Context: an optimization exercise on an open-source flow, tuned for small area. The choices shown serve that exercise and are no tape-out recipe. Function was not checked in any run shown here: the RTL went through the layout flow alone. The flow treats the clock pin as an ideal source, which a real chip does not have. Power figures rest on the tool's default switching activity, not on a simulated workload.

$ cat design.v
module mmc_ao222n (input logic [2:0] s, input logic [2:0] d, output logic yn);
  assign yn = ~((s[0] & d[0]) | (s[1] & d[1]) | (s[2] & d[2]));
endmodule
module mmc_ao22n (input logic [1:0] s, input logic [1:0] d, output logic yn);
  assign yn = ~((s[0] & d[0]) | (s[1] & d[1]));
endmodule
module mmc_nand11 (input logic [10:0] a, output logic y);
  assign y = ~(&a);
endmodule
module mmc_mux32 (
  input  logic [31:0]      sel,
  input  logic [32*32-1:0] d,
  output logic [31:0]      y
);
  for (genvar i = 0; i < 32; i++) begin : g_bit
    logic [10:0] yn;
    for (genvar g = 0; g < 10; g++) begin : g_grp
      mmc_ao222n u_ao (.s(sel[3*g +: 3]),
                       .d({d[32*(3*g+2)+i], d[32*(3*g+1)+i], d[32*(3*g)+i]}), .yn(yn[g]));
    end
    mmc_ao22n u_ao2 (.s(sel[31:30]), .d({d[32*31+i], d[32*30+i]}), .yn(yn[10]));
    mmc_nand11 u_or (.a(yn), .y(y[i]));
  end
endmodule
module mmc_rwbit (input logic t, input logic c, input logic w, input logic wr,
                  output logic d, output logic co);
  assign co = t & c;
  assign d  = wr ? w : (t ^ c);
endmodule
module mmc_accsel (input logic [2:0] s, input logic m, input logic r, input logic n,
                   output logic y);
  assign y = (s[0] & m) | (s[1] & r) | (s[2] & n);
endmodule
module mips_multicycle_core #(
  parameter int unsigned ADDR_W   = 10,
  parameter logic [31:0] RESET_PC = 32'h0000_0000,
  parameter int unsigned CNT_W    = 32
) (
  input  logic              clk,
  input  logic              rst,
  output logic              mem_req,
  output logic              mem_we,
  output logic [ADDR_W-1:0] mem_addr,
  output logic [31:0]       mem_wdata,
  input  logic [31:0]       mem_rdata,
  input  logic              mem_ready,
  input  logic [4:0]        dbg_reg_addr,
  output logic [31:0]       dbg_reg_data,
  output logic [31:0]       pc_out,
  output logic              halted,
  output logic [CNT_W-1:0]  instr_count
);
  localparam int NS = 32;
  localparam logic [4:0] SL_PC = 5'd0;
  localparam logic [5:0] OP_RTYPE = 6'h00, OP_J = 6'h02, OP_BEQ = 6'h04;
  localparam logic [5:0] OP_ADDI  = 6'h08, OP_LW = 6'h23, OP_SW = 6'h2B;
  localparam logic [5:0] FN_ADD = 6'h20, FN_SUB = 6'h22, FN_AND = 6'h24;
  localparam logic [5:0] FN_OR  = 6'h25, FN_SLT = 6'h2A;
  typedef enum logic [3:0] {
    S_CLR, S_FETCH0, S_FETCH, S_DEC, S_SH, S_WB, S_MEM, S_PCW, S_HALT1, S_HALT2, S_HALT
  } state_t;
  state_t           state;
  logic [NS*32-1:0] ring;      
  logic [4:0]       q;         
  logic [31:0]      cr;        
  logic             cc;        
  logic [31:0]      acc;
  logic [25:0]      ir;        
  logic [2:0]       cls;       
  logic             cy;        
  logic             pcpass;    
  logic             pcinc_p, cntinc_p;
  logic [5:0] fn;
  logic [4:0] rs, rt, rd;
  logic is_r, is_j, is_beq, is_lw, is_sw, is_mem, legal;
  logic f_sub, f_and, f_or, f_slt;
  assign fn  = ir[5:0];
  assign rs  = ir[25:21];
  assign rt  = ir[20:16];
  assign rd  = ir[15:11];
  localparam logic [2:0] C_R = 3'b000, C_ADDI = 3'b001, C_LW = 3'b010, C_SW = 3'b011;
  localparam logic [2:0] C_BEQ = 3'b100, C_J = 3'b101, C_ILL = 3'b110;
  logic [2:0] rd_cls;
  always_comb begin
    case (mem_rdata[31:26])
      OP_RTYPE: rd_cls = (mem_rdata[5:0] == FN_ADD || mem_rdata[5:0] == FN_SUB ||
                          mem_rdata[5:0] == FN_AND || mem_rdata[5:0] == FN_OR ||
                          mem_rdata[5:0] == FN_SLT) ? C_R : C_ILL;
      OP_ADDI:  rd_cls = C_ADDI;
      OP_LW:    rd_cls = C_LW;
      OP_SW:    rd_cls = C_SW;
      OP_BEQ:   rd_cls = C_BEQ;
      OP_J:     rd_cls = C_J;
      default:  rd_cls = C_ILL;
    endcase
  end
  assign is_r    = (cls == C_R);
  assign is_j    = (cls == C_J);
  assign is_beq  = (cls == C_BEQ);
  assign is_lw   = (cls == C_LW);
  assign is_sw   = (cls == C_SW);
  assign is_mem  = (cls[2:1] == 2'b01);
  assign f_sub   = (fn == FN_SUB);
  assign f_and   = (fn == FN_AND);
  assign f_or    = (fn == FN_OR);
  assign f_slt   = (fn == FN_SLT);
  assign legal   = (cls[2:1] != 2'b11);
  logic [4:0]    ms;        
  logic          ms_v;      
  logic [4:0]    pos;
  logic [31:0]   mm;
  always_comb begin
    ms   = SL_PC;
    ms_v = 1'b1;
    case (state)
      S_DEC:       begin ms = rs; ms_v = (rs != 5'd0); end
      S_SH, S_MEM: begin ms = rt; ms_v = (rt != 5'd0); end
      S_HALT:      begin ms = dbg_reg_addr; ms_v = (dbg_reg_addr != 5'd0); end
      S_CLR:       ms_v = 1'b0;
      default: ;
    endcase
    if (rst) ms_v = 1'b0;
  end
  assign pos = ms - q;
  logic [NS-1:0] msel;
  always_comb
    for (int j = 0; j < NS; j++) msel[j] = ms_v && (pos == 5'(j));
  mmc_mux32 u_mm (.sel(msel), .d(ring), .y(mm));
  logic [4:0] bi, k;
  logic       a, b, bx, sum, cout, res, cnext, ibit, sub_m, last;
  assign bi = q;
  assign k  = pcpass ? (bi - 5'd2) : bi;
  assign a  = acc[0];
  always_comb begin
    if (pcpass && bi < 5'd2)               ibit = 1'b0;
    else if (!is_j && k >= 5'd16)          ibit = ir[15];
    else if (k >= 5'd26)                   ibit = 1'b0;
    else                                   ibit = ir[k];
    b     = (!pcpass && (is_r || is_beq)) ? mm[bi] : ibit;
    if (pcpass && is_j) b = 1'b0;
    sub_m = !pcpass && is_r && (f_sub || f_slt);
    bx    = b ^ sub_m;
    sum   = a ^ bx ^ cy;
    cout  = (a & bx) | (a & cy) | (bx & cy);
    res   = sum;
    cnext = cout;
    if (pcpass) begin
      if (is_j) res = (bi < 5'd2) ? 1'b0 : (bi < 5'd28) ? ibit : a;
    end else if (is_beq) begin
      cnext = cy & ~(a ^ b);
      if (bi == 5'd30) cnext = cnext & ~(acc[1] ^ mm[31]);
    end else if (is_r) begin
      if (f_and)      res = a & b;
      else if (f_or)  res = a | b;
      else if (f_slt) begin
        res = 1'b0;
        if (bi == 5'd31) cnext = (a ^ b) ? a : sum;
      end
    end
  end
  assign last = (bi == 5'd31) || (!pcpass && is_beq && bi == 5'd30);
  logic [4:0]  tslot;
  logic        tskip, wr_acc, inc_pc;
  logic [31:0] wword, rin;
  logic [32:2] rc;
  always_comb begin
    if (pcpass)    begin tslot = SL_PC;        tskip = 1'b0; end
    else if (is_r) begin tslot = rd;           tskip = (rd == 5'd0); end
    else           begin tslot = rt;           tskip = (rt == 5'd0); end
  end
  assign wr_acc  = (state == S_CLR) || (state == S_WB && !tskip && q == tslot);
  assign inc_pc  = pcinc_p  && (q == SL_PC);
  assign wword   = {acc[31:1], acc[0] | (state == S_WB && !pcpass && is_r && f_slt && cy)};
  assign rin[1:0] = wr_acc ? wword[1:0] : ring[1:0];
  assign rc[2]    = inc_pc;
  for (genvar i = 2; i < 32; i++) begin : g_rin
    mmc_rwbit u_rw (.t(ring[i]), .c(rc[i]), .w(wword[i]), .wr(wr_acc), .d(rin[i]), .co(rc[i+1]));
  end
  always_ff @(posedge clk) begin
    ring <= {rin, ring[NS*32-1:32]};
  end
  logic fetch_go, at_end;
  assign fetch_go = (state == S_FETCH);
  assign at_end   = (q == 5'd31);        
  logic cin;
  assign cin = (q == 5'd0) ? cntinc_p : cc;
  always_ff @(posedge clk) begin
    if (state != S_HALT) cr <= {(state == S_CLR) ? 1'b0 : (cr[0] ^ cin), cr[31:1]};
    cc <= cr[0] & cin;
  end
  always_ff @(posedge clk) begin
    if (rst) begin
      state    <= S_CLR;
      q        <= '0;
      pcinc_p  <= 1'b0;
      cntinc_p <= 1'b0;
    end else begin
      q <= q + 5'd1;
      if (inc_pc)  pcinc_p  <= 1'b0;
      if (q == 5'd0) cntinc_p <= 1'b0;
      case (state)
        S_CLR: if (at_end) state <= S_FETCH0;
        S_FETCH0: if (!pcinc_p && !cntinc_p) state <= S_FETCH;
        S_FETCH: if (mem_ready) begin
          ir      <= mem_rdata[25:0];
          cls     <= rd_cls;
          pcinc_p <= 1'b1;
          state   <= S_DEC;
        end
        S_DEC: begin
          if (!legal) state <= S_HALT1;
          else if (is_j) begin
            cntinc_p <= 1'b1;
            state    <= S_PCW;
          end else begin
            cy     <= (is_r && (f_sub || f_slt)) || is_beq;
            pcpass <= 1'b0;
            if (at_end) begin
              cntinc_p <= 1'b1;
              state    <= S_SH;
            end
          end
        end
        S_PCW: if (!pcinc_p) begin
          cy     <= 1'b0;
          pcpass <= 1'b1;
          if (at_end) state <= S_SH;
        end
        S_SH: begin
          cy  <= cnext;
          if (last) begin
            if (pcpass)      state <= S_WB;
            else if (is_mem) state <= S_MEM;
            else if (is_beq) state <= cnext ? S_PCW : S_FETCH0;
            else             state <= S_WB;
          end
        end
        S_WB: if (tskip || q == tslot) state <= S_FETCH0;
        S_MEM: if (mem_ready) begin
          if (is_lw) state <= S_WB;
          else state <= S_FETCH0;
        end
        S_HALT1: if (!pcinc_p) state <= S_HALT2;
        S_HALT2: if (q == 5'd31) state <= S_HALT;
        default: ;
      endcase
    end
  end
  logic        acc_mm, acc_mem, acc_sh;
  logic [31:0] acc_nx;
  always_comb begin
    acc_mm  = 1'b0;
    acc_mem = 1'b0;
    acc_sh  = 1'b0;
    if (rst) acc_mm = 1'b1;
    else case (state)
      S_FETCH0: acc_mm = !pcinc_p && !cntinc_p;
      S_DEC:    acc_mm = legal && !is_j;
      S_PCW:    acc_mm = !pcinc_p;
      S_HALT1:  acc_mm = !pcinc_p;
      S_SH:     acc_sh = 1'b1;
      S_MEM:    acc_mem = mem_ready && is_lw;
      default: ;
    endcase
  end
  for (genvar i = 0; i < 32; i++) begin : g_acc
    mmc_accsel u_sel (.s({acc_sh, acc_mem, acc_mm}), .m(mm[i]), .r(mem_rdata[i]),
                      .n((i == 31) ? res : acc[(i + 1) % 32]), .y(acc_nx[i]));
  end
  always_ff @(posedge clk)
    if (acc_mm || acc_mem || acc_sh) acc <= acc_nx;
  assign mem_req      = fetch_go || (state == S_MEM);
  assign mem_we       = (state == S_MEM) && is_sw;
  assign mem_addr     = acc[ADDR_W+1:2];
  assign mem_wdata    = mm;
  assign dbg_reg_data = mm;
  assign pc_out       = acc;
  assign halted       = (state == S_HALT);
  assign instr_count  = CNT_W'(cr);
endmodule
$ cat flow/run.sh
#!/bin/bash
set -e
export BUFFER_PORTS_ARGS="-buffer_cell sky130_fd_sc_hd__buf_1"
export CTS_ARGS="-sink_clustering_enable -repair_clock_nets -dont_use_dummy_load -sink_clustering_size 18 -sink_clustering_max_diameter 90 -buf_list sky130_fd_sc_hd__clkbuf_8"
bash standard.sh cts > standard_cts.log 2>&1
openroad -no_init -exit flow/resize.tcl > resize.log 2>&1
bash standard.sh > standard_finish.log 2>&1
$ cat flow/downsize.tcl
# Replace each gate by the smallest-area variant of the same cell family (same function,
# other drive strength) that keeps the setup slack above a margin and adds no slew or
# capacitance violation.
proc ds_area {m} { return [expr {[$m getWidth] * [$m getHeight] / 1e6}] }
proc downsize_all {margin} {
  set db [ord::get_db]
  set block [ord::get_db_block]
  set n 0
  set saved 0.0
  set base_slew [sta::max_slew_violation_count]
  set base_cap [sta::max_capacitance_violation_count]
  foreach inst [$block getInsts] {
    set m [$inst getMaster]
    set ref [$m getName]
    if {![regexp {^(sky130_fd_sc_hd__[a-z0-9]+)_([0-9]+)$} $ref -> base drv]} { continue }
    if {[regexp {df|dl|clk|tap|fill|decap|conb|probe|lpflow} $ref]} { continue }
    if {[$inst isFixed]} { continue }
    set iname [$inst getName]
    set a0 [ds_area $m]
    # candidates of this family with a smaller area, smallest first
    set cands {}
    foreach d {0 1 2 3 4 6 8 12 16} {
      if {$d == $drv} { continue }
      set cm [$db findMaster "${base}_$d"]
      if {$cm eq "NULL" || $cm eq ""} { continue }
      if {[ds_area $cm] >= $a0} { continue }
      if {[get_lib_cells -quiet "*/${base}_$d"] eq ""} { continue }
      lappend cands [list [ds_area $cm] "${base}_$d"]
    }
    foreach c [lsort -real -index 0 $cands] {
      set cname [lindex $c 1]
      replace_cell [get_cells $iname] [get_lib_cells "*/$cname"]
      if {[sta::worst_slack_cmd max] < $margin ||
          [sta::max_slew_violation_count] > $base_slew ||
          [sta::max_capacitance_violation_count] > $base_cap} {
        replace_cell [get_cells $iname] [get_lib_cells "*/$ref"]
      } else {
        incr n
        set saved [expr {$saved + $a0 - [lindex $c 0]}]
        break
      }
    }
  }
  puts "downsized $n instances, saved $saved um2"
}
$ cat flow/resize.tcl
# Runs after clock tree synthesis: downsize gates with slack, then legalize the placement.
set pdir $::env(FLOW_HOME)/platforms/sky130hd
set rdir orfs/results/sky130hd/mips_multicycle_core/base
read_liberty $pdir/lib/sky130_fd_sc_hd__tt_025C_1v80.lib
read_db $rdir/4_cts.odb
read_sdc $rdir/4_cts.sdc
source $pdir/setRC.tcl
set_propagated_clock [all_clocks]
estimate_parasitics -placement
report_design_area
report_worst_slack -max
source flow/downsize.tcl
downsize_all 0.5e-9
detailed_placement
check_placement -verbose
estimate_parasitics -placement
report_design_area
report_worst_slack -max
report_worst_slack -min
puts "slew violations [sta::max_slew_violation_count] cap violations [sta::max_capacitance_violation_count]"
write_db $rdir/4_cts.odb
$ cat standard.sh
#!/bin/bash
# synth_recipe.tcl (not shown) runs the flow's synth.tcl, then flattens the netlist and writes it again
# the make line also repeats each setting of config.mk as NAME=value (left out here)
make -C /OpenROAD-flow-scripts/flow DESIGN_CONFIG=/design/flow/config.mk WORK_HOME=/design/flow/orfs CLKGATE_MAP_FILE= SYNTH_SCRIPT=/design/flow/synth_recipe.tcl "${@:-finish}"
$ cat config.mk
export PLATFORM = sky130hd
export DESIGN_NAME = mips_multicycle_core
export DESIGN_NICKNAME = mips_multicycle_core
export VERILOG_FILES = /design/flow/design.v
export SDC_FILE = /design/flow/constraint.sdc
export NUM_CORES = 4
export LEC_CHECK = 0
export CAP_MARGIN = 20
export CORE_MARGIN = 2
export CORE_UTILIZATION = 65
export CTS_BUF_LIST = sky130_fd_sc_hd__clkbuf_8
export CTS_CLUSTER_DIAMETER = 60
export CTS_CLUSTER_SIZE = 14
export PLACE_DENSITY = 0.75
export SLEW_MARGIN = 20
export SYNTH_HIERARCHICAL = 1
export SYNTH_MINIMUM_KEEP_SIZE = 0
$ cat constraint.sdc
create_clock -name core_clock -period 10.0 [get_ports {clk}]
set_input_delay 2.0000 -clock core_clock [delete_from_list [all_inputs] [get_ports {clk}]]
set_output_delay 2.0000 -clock core_clock [all_outputs]
set_load 0.01 [all_outputs]
==> results.py, run 1 <==
metrics = {
    "global_route": {
        "overflow": 0,
        "antenna_found_initial": 3,
        "grt_pass1_vias": 20600,
        "grt_first_pass_wirelength_um": 137000,
        "grtUsageTotal": 0.370,
        "grt_max_degree": 34,
    },
    "synth": {
        "ys.flop_type": "dfxtp_1",
        "seq_area_frac_synth": 0.735,
        "synth_cell_types": 69,
        "syn_area_mm2": 0.0321,
        "yosys_warnings": 7,
        "ys_ff_latch": 1131,
        "synthCells": 2162,
        "synth.avg_cell_area_um2": 14.9,
        "syn_nets": 2247,
        "async_reset_ff_frac": 0,
        "synth_enable_flop_cells": 95,
    },
    "clock_tree": {
        "clock-root-buffer": "clkbuf_8",
        "cts_tree": "done",
        "clk_pin_slew_ps": 120,
        "hold_buffers": 0,
        "insertion_delay_ps": 710,
        "h-tree-depth": 3,
        "cts_buffer_depth": 3,
        "numCtsBuffers": 72,
        "numClockSinks": 1131,
    },
    "floorplan": {
        "rows": 81,
        "die_x_um": 226,
        "io_pins": 181,
        "die_area_mm2": 0.0512,
        "start_util": 0.657,
        "core_mm2": 0.0488,
        "fp.dieH_um": 226,
    },
    "sta": {
        "tightest_slew_ps": 1180,
        "skew_ps": 82.9,
        "post-route-min-period_ps": 9750,
        "slew_violations": 0,
        "finalCritPeriodShare": 0.975,
        "fmaxAchievable_mhz": 103,
        "rsz0062_at_grt": "false",
        "hold_viol": 0,
        "slew_headroom": 0.212,
        "setup_violations": 0,
        "fin_setup_tns_ps": 0,
    },
    "critical_path": {
        "worstRegToRegCells": 33,
        "timing.rr.start": "state[3]",
        "cpMostUsedCell": "a21oi_1",
        "r2r_end": "state[2]",
        "worstSetupPathType": "in2reg",
        "crit_arrival_ps": 10300,
        "path_buf_inv": 4,
        "critPathSlowestCell": "buf_1",
        "end_kind": "flop",
        "cp_max_fo": 14,
        "slowest_delay_ps": 820,
        "regToRegSetupSlack_ps": 440,
        "required_ps": 10550,
        "cp-start-kind": "input pin",
        "crit_family": "compound AO/OA/AOI/OAI gates",
    },
    "route": {
        "num_vias": 21600,
        "first_pass_iters": 10,
        "vias_per_cell": 7.00,
        "avgRoutedWirePerCell_um": 31.1,
        "totalWireLength_um": 95900,
        "drcViolationCount": 0,
        "ant_nets": 0,
        "dr.first_iter.drc_count": 4341,
    },
    "cells_and_area": {
        "fillers": 3405,
        "num_antenna_cells": 0,
        "regArea_mm2": 0.0236,
        "mostFrequentLayoutCell": "dfxtp_1",
        "fin_nets": 2504,
        "most-common-layout-cells": "dfxtp_1 (1035), a222oi_1 (352), buf_1 (216)",
        "multiInputGateArea_mm2": 0.00781,
        "syn2layout_area_growth_pct": 7.44,
        "drive_gt1_frac": 0.0679,
    },
    "min_path": {
        "hold_path_depth": 0,
        "hp-class": "reg2reg",
        "hp-start": "ring[349]",
        "hold-path-endpoint": "ring[317]",
    },
    "pwr": {
        "p_total_mw": 11.2,
        "power.leakage_nw": 13.3,
        "irDropWorstVdd_mv": 0.224,
        "power.density_mw_per_mm2": 325,
    },
    "place": {
        "routabilityCongestion": 0.970,
        "dp_hpwl_um": 63500,
        "io_buffers": 180,
    },
    "outcome": {
        "outcome": "complete, no violations",
    },
    "flow_run": {
        "maxCapViolations": 0,
    },
}
-- routing by layer --
metal	vias up	wire length, um	track usage
met5	-	0	0
met2	1627	41400	0.553
li1	9086	-	-
met1	10600	37500	0.509
met3	229	13100	0.113
met4	0	3830	0.142
-- per-module statistics from Yosys, one instance, submodules excluded, a selection --
module / flops+latches / cells inside
mmc_nand11: 0 / 4
mmc_rwbit: 0 / 2
mmc_accsel: 0 / 2
mips_multicycle_core: 1131 / 1558
mmc_ao222n: 0 / 1
mmc_ao22n: 0 / 1
-- cells in the mapped netlist, types with 19 or more instances --
cell type / instances / area (um2)
mux2_4: 30 / 450
nand4_1: 66 / 413
edfxtp_1: 95 / 2850
dfxtp_1: 1036 / 20700
buf_4: 44 / 330
a222oi_1: 352 / 3520
or3_1: 35 / 219
nand2_1: 32 / 120
a22oi_2: 32 / 400
inv_1: 49 / 184
a21oi_1: 19 / 95.1
ha_1: 43 / 538
nand3_1: 47 / 235
nor2_1: 70 / 263
-- worst max path at each step --
stage	from	endpoint	slack [ps]	cells past startpoint
3_5_place_dp	dbg_reg_addr[0]	state[2]	380	32
3_3_place_gp	dbg_reg_addr[0]	state[2]	260	30
2_1_floorplan	dbg_reg_addr[0]	state[2]	1020	29
5_1_grt	dbg_reg_addr[0]	state[2]	20	32
4_1_cts	dbg_reg_addr[0]	state[2]	1070	32
6_report	dbg_reg_addr[0]	state[2]	250	32
-- per-stage QoR --
| stage | setup WS, ps | instance area, um2 | hold WS, ps | cells | util |
|---|---|---|---|---|---|
| floorplan | 1020 | 32100 | 330 | 2162 | - |
| global placement | 255 | 33900 | 331 | 2986 | 0.693 |
| detailed placement | 378 | 34400 | 335 | 3006 | 0.704 |
| CTS | 1070 | 35400 | 311 | 3078 | 0.724 |
| global route | 18.1 | 34500 | 317 | 3081 | 0.706 |
| finish | 246 | 34500 | 307 | 3081 | 0.706 |
-- state kept, by name (all words and copies together) (netlist names) --
name / flops
cr: 32
cc: 1
pcinc_p: 1
pcpass: 1
ring: 1024
ir: 26
acc: 32
cy: 1
cls: 3
q: 5
state: 4
cntinc_p: 1
-- repair_timing --
| item | 4_1_cts | 5_1_grt |
|---|---|---|
| endpoints found under the setup margin | 0 | 54 |
| hold endpoints to repair | 0 | 0 |
| resized for setup | 0 | 29 |
| setup buffers | 0 | 0 |
-- area by class of cell --
class	instances	share of cell area
tap	664	0.0241
clock buffer	72	0.0287
multi-input combinational	915	0.226
timing repair buffer	250	0.0315
sequential	1131	0.684
inverter	49	0.00533
-- logic make-up (layout without fill, tap and decap cells) --
| kind of cell | Yosys count | count (layout) | share of synthesized area |
|---|---|---|---|
| AO/OA/AOI/OAI | 476 | 476 | 0.142 |
| XOR/XNOR | 19 | 19 | 0.00542 |
| adder cells (fa/ha/maj) | 45 | 45 | 0.0180 |
| buffers and inverters | 116 | 371 | 0.0191 |
| flip-flops | 1131 | 1131 | 0.735 |
| multiplexers | 59 | 59 | 0.0275 |
| AND/OR/NAND/NOR | 316 | 316 | 0.0534 |
-- report_power, final --
group          switching [mW]  leakage [nW]  total [mW]  internal, mW
sequential               1.12          9.59        7.64          6.52
combinational            1.10          3.21        1.65         0.544
clock                    1.28         0.518        1.93         0.652
total                    3.51          13.3        11.2          7.71
==> run 2, diff against run 1 <==
--- a/design.v
+++ b/design.v
@@ -8,17 +8,26 @@
   assign y = ~(&a);
 endmodule
+module mmc_dec32 (input logic [4:0] a, input logic v, output logic [31:0] sel);
+  always_comb
+    for (int j = 0; j < 32; j++) sel[j] = v && (a == 5'(j));
+endmodule
 module mmc_mux32 (
-  input  logic [31:0]      sel,
+  input  logic [4:0]       pos,
+  input  logic             v,
   input  logic [32*32-1:0] d,
   output logic [31:0]      y
 );
-  for (genvar i = 0; i < 32; i++) begin : g_bit
-    logic [10:0] yn;
-    for (genvar g = 0; g < 10; g++) begin : g_grp
-      mmc_ao222n u_ao (.s(sel[3*g +: 3]),
-                       .d({d[32*(3*g+2)+i], d[32*(3*g+1)+i], d[32*(3*g)+i]}), .yn(yn[g]));
+  for (genvar h = 0; h < 2; h++) begin : g_half
+    logic [31:0] sel;
+    mmc_dec32 u_dec (.a(pos), .v(v), .sel(sel));
+    for (genvar i = 16*h; i < 16*h + 16; i++) begin : g_bit
+      logic [10:0] yn;
+      for (genvar g = 0; g < 10; g++) begin : g_grp
+        mmc_ao222n u_ao (.s(sel[3*g +: 3]),
+                         .d({d[32*(3*g+2)+i], d[32*(3*g+1)+i], d[32*(3*g)+i]}), .yn(yn[g]));
+      end
+      mmc_ao22n u_ao2 (.s(sel[31:30]), .d({d[32*31+i], d[32*30+i]}), .yn(yn[10]));
+      mmc_nand11 u_or (.a(yn), .y(y[i]));
     end
-    mmc_ao22n u_ao2 (.s(sel[31:30]), .d({d[32*31+i], d[32*30+i]}), .yn(yn[10]));
-    mmc_nand11 u_or (.a(yn), .y(y[i]));
   end
 endmodule
@@ -123,8 +132,5 @@
   end
   assign pos = ms - q;
-  logic [NS-1:0] msel;
-  always_comb
-    for (int j = 0; j < NS; j++) msel[j] = ms_v && (pos == 5'(j));
-  mmc_mux32 u_mm (.sel(msel), .d(ring), .y(mm));
+  mmc_mux32 u_mm (.pos(pos), .v(ms_v), .d(ring), .y(mm));
   logic [4:0] bi, k;
   logic       a, b, bx, sum, cout, res, cnext, ibit, sub_m, last;
==> results.py, run 2 <==
metrics = {
    "outcome": {
        "outcome": "complete, no violations",
    },
    "floorplan": {
        "die_x_um": 227,
        "fp.dieH_um": 227,
        "rows": 81,
        "start_util": 0.660,
        "io_pins": 181,
        "die_area_mm2": 0.0516,
        "core_mm2": 0.0491,
    },
    "clock_tree": {
        "insertion_delay_ps": 710,
        "postCtsSetupBuffers": 0,
        "clock-root-buffer": "clkbuf_8",
        "numClockSinks": 1131,
        "cts_buffer_depth": 3,
        "cts_resized": 0,
        "numCtsBuffers": 72,
        "clk_pin_slew_ps": 110,
        "hold_buffers": 0,
        "cts_tree": "done",
        "h-tree-depth": 3,
    },
    "place": {
        "dp_hpwl_um": 62000,
        "routabilityCongestion": 0.963,
        "dp.cells": 3043,
        "io_buffers": 180,
        "place_area_mm2": 0.0341,
    },
    "cells_and_area": {
        "fillers": 3524,
        "fin_cells": 3118,
        "most-common-layout-cells": "dfxtp_1 (1036), a222oi_1 (352), buf_1 (231)",
        "reg_top3": "ring: 1024 flops, acc: 32 flops, cr: 32 flops",
        "drive_gt1_frac": 0.0579,
        "mostFrequentLayoutCell": "dfxtp_1",
        "largest_reg_flops": 1024,
        "syn2layout_area_growth_pct": 6.66,
        "top_register": "ring",
        "fin_nets": 2540,
        "finalInstanceArea_mm2": 0.0345,
    },
    "global_route": {
        "antenna_found_initial": 4,
        "grt_first_pass_wirelength_um": 136000,
        "grtUsageTotal": 0.361,
        "overflow": 0,
        "grt_pass1_vias": 21200,
        "grt_max_degree": 34,
    },
    "sta": {
        "setup_violations": 0,
        "fin_setup_tns_ps": 0,
        "skew_ps": 52.0,
        "slew_violations": 0,
        "hold_viol": 0,
        "slew_headroom": 0.128,
        "tightest_slew_ps": 1300,
        "rsz0062_at_grt": "false",
        "finalCritPeriodShare": 0.963,
        "fmaxAchievable_mhz": 104,
        "post-route-min-period_ps": 9630,
    },
    "route": {
        "dr.first_iter.drc_count": 4552,
        "first_pass_iters": 8,
        "ant_nets": 0,
        "totalWireLength_um": 94100,
        "drcViolationCount": 0,
        "avgRoutedWirePerCell_um": 30.2,
        "num_vias": 21600,
        "vias_per_cell": 6.94,
    },
    "min_path": {
        "hold_path_depth": 0,
        "hold-path-endpoint": "ring[697]",
        "hp-start": "ring[729]",
        "hp-class": "reg2reg",
    },
    "pwr": {
        "pwr-share-comb": 0.051,
        "seqPwrFrac": 0.738,
        "p_total_mw": 9.27,
        "power.leakage_nw": 13.5,
        "power.internal_mw": 6.86,
        "p_switching_mw": 2.41,
        "p_clk_frac": 0.210,
        "p_sw_frac": 0.260,
        "irDropWorstVdd_mv": 0.193,
        "power.density_mw_per_mm2": 269,
    },
    "critical_path": {
        "slowest_delay_ps": 1080,
        "crit_family": "simple AND/OR/NAND/NOR gates",
        "r2r_end": "cy",
        "worstRegToRegCells": 28,
        "crit_arrival_ps": 7630,
        "worstSetupPathType": "reg2out",
        "end_kind": "output port",
        "cpMostUsedCell": "buf_1",
        "cp_max_fo": 19,
        "critPathSlowestCell": "nor2_1",
        "path_buf_inv": 5,
        "path_cells": "nor3b_1, a22o_1, a21oi_1, ha_1, fa_1, inv_1, a21o_1, a21oi_1, xor2_1, xnor2_1, buf_1, nand4b_1, nor2_1, buf_1, a222oi_1, nand4_1, or3_1, buf_1, buf_1",
        "regToRegSetupSlack_ps": 800,
        "cp-start-kind": "flop",
        "required_ps": 8000,
        "timing.rr.start": "state[2]",
    },
    "synth": {
        "seq_area_frac_synth": 0.729,
        "synth_area_leader_cell": "dfxtp_1",
        "ys.flop_type": "dfxtp_1",
        "ys_top_cells_by_count": "dfxtp_1 (1036), a222oi_1 (352), edfxtp_1 (95)",
        "syn_nets": 2281,
        "yosysMostFrequentCell": "dfxtp_1",
        "yosys_warnings": 8,
        "synth_cell_types": 69,
        "yosysTopAreaCellShare": 0.641,
        "synthTopCellsByArea": "dfxtp_1 (64%), a222oi_1 (11%), edfxtp_1 (8.8%), ha_1 (1.7%), mux2_4 (1.5%)",
        "syn_area_mm2": 0.0324,
        "ys_ff_latch": 1131,
        "synth.avg_cell_area_um2": 14.7,
        "synth_enable_flop_cells": 95,
        "synthCells": 2196,
        "async_reset_ff_frac": 0,
    },
    "flow_run": {
        "maxCapViolations": 0,
    },
}
## run 2: changes by cell type after synthesis, moves of 5 or more
cell       previous run  this run
clkbuf_1             16        23
nand2_1              32        25
nand3_1              47        40
mux4_2               11        16
nor2_1               70        90
or4b_1                1         6
o21ai_0              16        23
nand2b_1              5        14
nand4b_1              1         6
mux2i_1              14         6
nand4bb_1             1         8
## run 2: cell type report
class	instances	area (um2)	share of cell area
clock buffer	72	991	0.0287
sequential	1131	23600	0.684
tap	664	831	0.0241
inverter	54	203	0.00587
timing repair buffer	258	1030	0.0298
antenna	1	2.50	0.0000725
multi-input combinational	938	7870	0.228
## run 2: per-layer routing
metal,part of all wire,global-route usage
met1,0.37,0.466
met2,0.45,0.561
met3,0.12,0.0949
met4,0.055,0.194
met5,0.00054,0.00569
## run 2: kinds of logic after synthesis
| family | synth area share |
|---|---|
| XOR/XNOR | 0.00429 |
| AND/OR/NAND/NOR | 0.0601 |
| flip-flops | 0.729 |
| buffers and inverters | 0.0205 |
| multiplexers | 0.0289 |
| adder cells (fa/ha/maj) | 0.0179 |
| AO/OA/AOI/OAI | 0.139 |
## run 2: how the worst max path moves through the flow
stage                          from       endpoint  slack (ps)  cells past startpoint
global route               state[2]  mem_wdata[23]         160                     19
finish                     state[2]  mem_wdata[23]         370                     19
global placement    dbg_reg_addr[0]             cy         870                     25
floorplan           dbg_reg_addr[0]             cy        2080                     24
CTS                        state[2]   mem_wdata[5]        1140                     18
detailed placement  dbg_reg_addr[0]             cy         660                     25
## run 2: through the flow
| stage | hold slack, ps | utilization | setup slack (ps) |
|---|---|---|---|
| finish | 311 | 0.704 | 372 |
| global route | 328 | 0.704 | 157 |
| CTS | 318 | 0.715 | 1140 |
| detailed placement | 335 | 0.695 | 657 |
| global placement | 332 | 0.694 | 870 |
| floorplan | 330 | - | 2080 |
## run 2: modules after synthesis, one instance, submodules excluded, excerpt
module	area, um2	cells inside	flops+latches
mmc_ao22n	12.5	1	0
mips_multicycle_core	26300	1498	1131
mmc_accsel	13.8	2	0
mmc_dec32	234	47	0
mmc_rwbit	27.5	2	0
mmc_nand11	23.8	4	0
mmc_ao222n	10.0	1	0
## run 2: power groups by stage
stage               logic [mW]  registers, mW  clock network (mW)
detailed placement       0.522           6.90                   0
global placement         0.521           6.83                   0
CTS                      0.528           6.82                1.96
global route             0.498           6.97                2.11
finish                   0.476           6.85                1.95
floorplan                0.353           6.61                   0

[static timing again, ports no longer ideal]
The flow's constraints put no driver on any port. The routed layouts listed below were extracted and timed again, unchanged, in two steps. Step 1 sets driving cells, clkbuf_16 on the clock port and buf_2 on the other inputs (assumed; they add their load-dependent delay and slew). Step 2 times the ports against the registers' clock, not the clock port: input delays grow and output delays shrink by t, the midpoint of the rising clock arrivals with the driver on. Three values: no drivers, after step 1, after step 2; two values: the first two.
run	shift t [ns]	slack for setup (ns)	hold WS [ns]	worst data-port slew with drivers (ns)	pins driven straight from the clock port
run 1	0.721	0.246 / 0.269 / -0.451	0.307 / 0.307 / 0.307	0.08	1
run 2	0.738	0.372 / 0.316 / 0.343	0.311 / 0.311 / 0.311	0.04	1
With both steps, setup timing fails in run 1, where it was met with ideal ports. The setup slack of run 1, which loses most, moves by +0.023 ns with the drivers and by -0.697 ns with both steps.
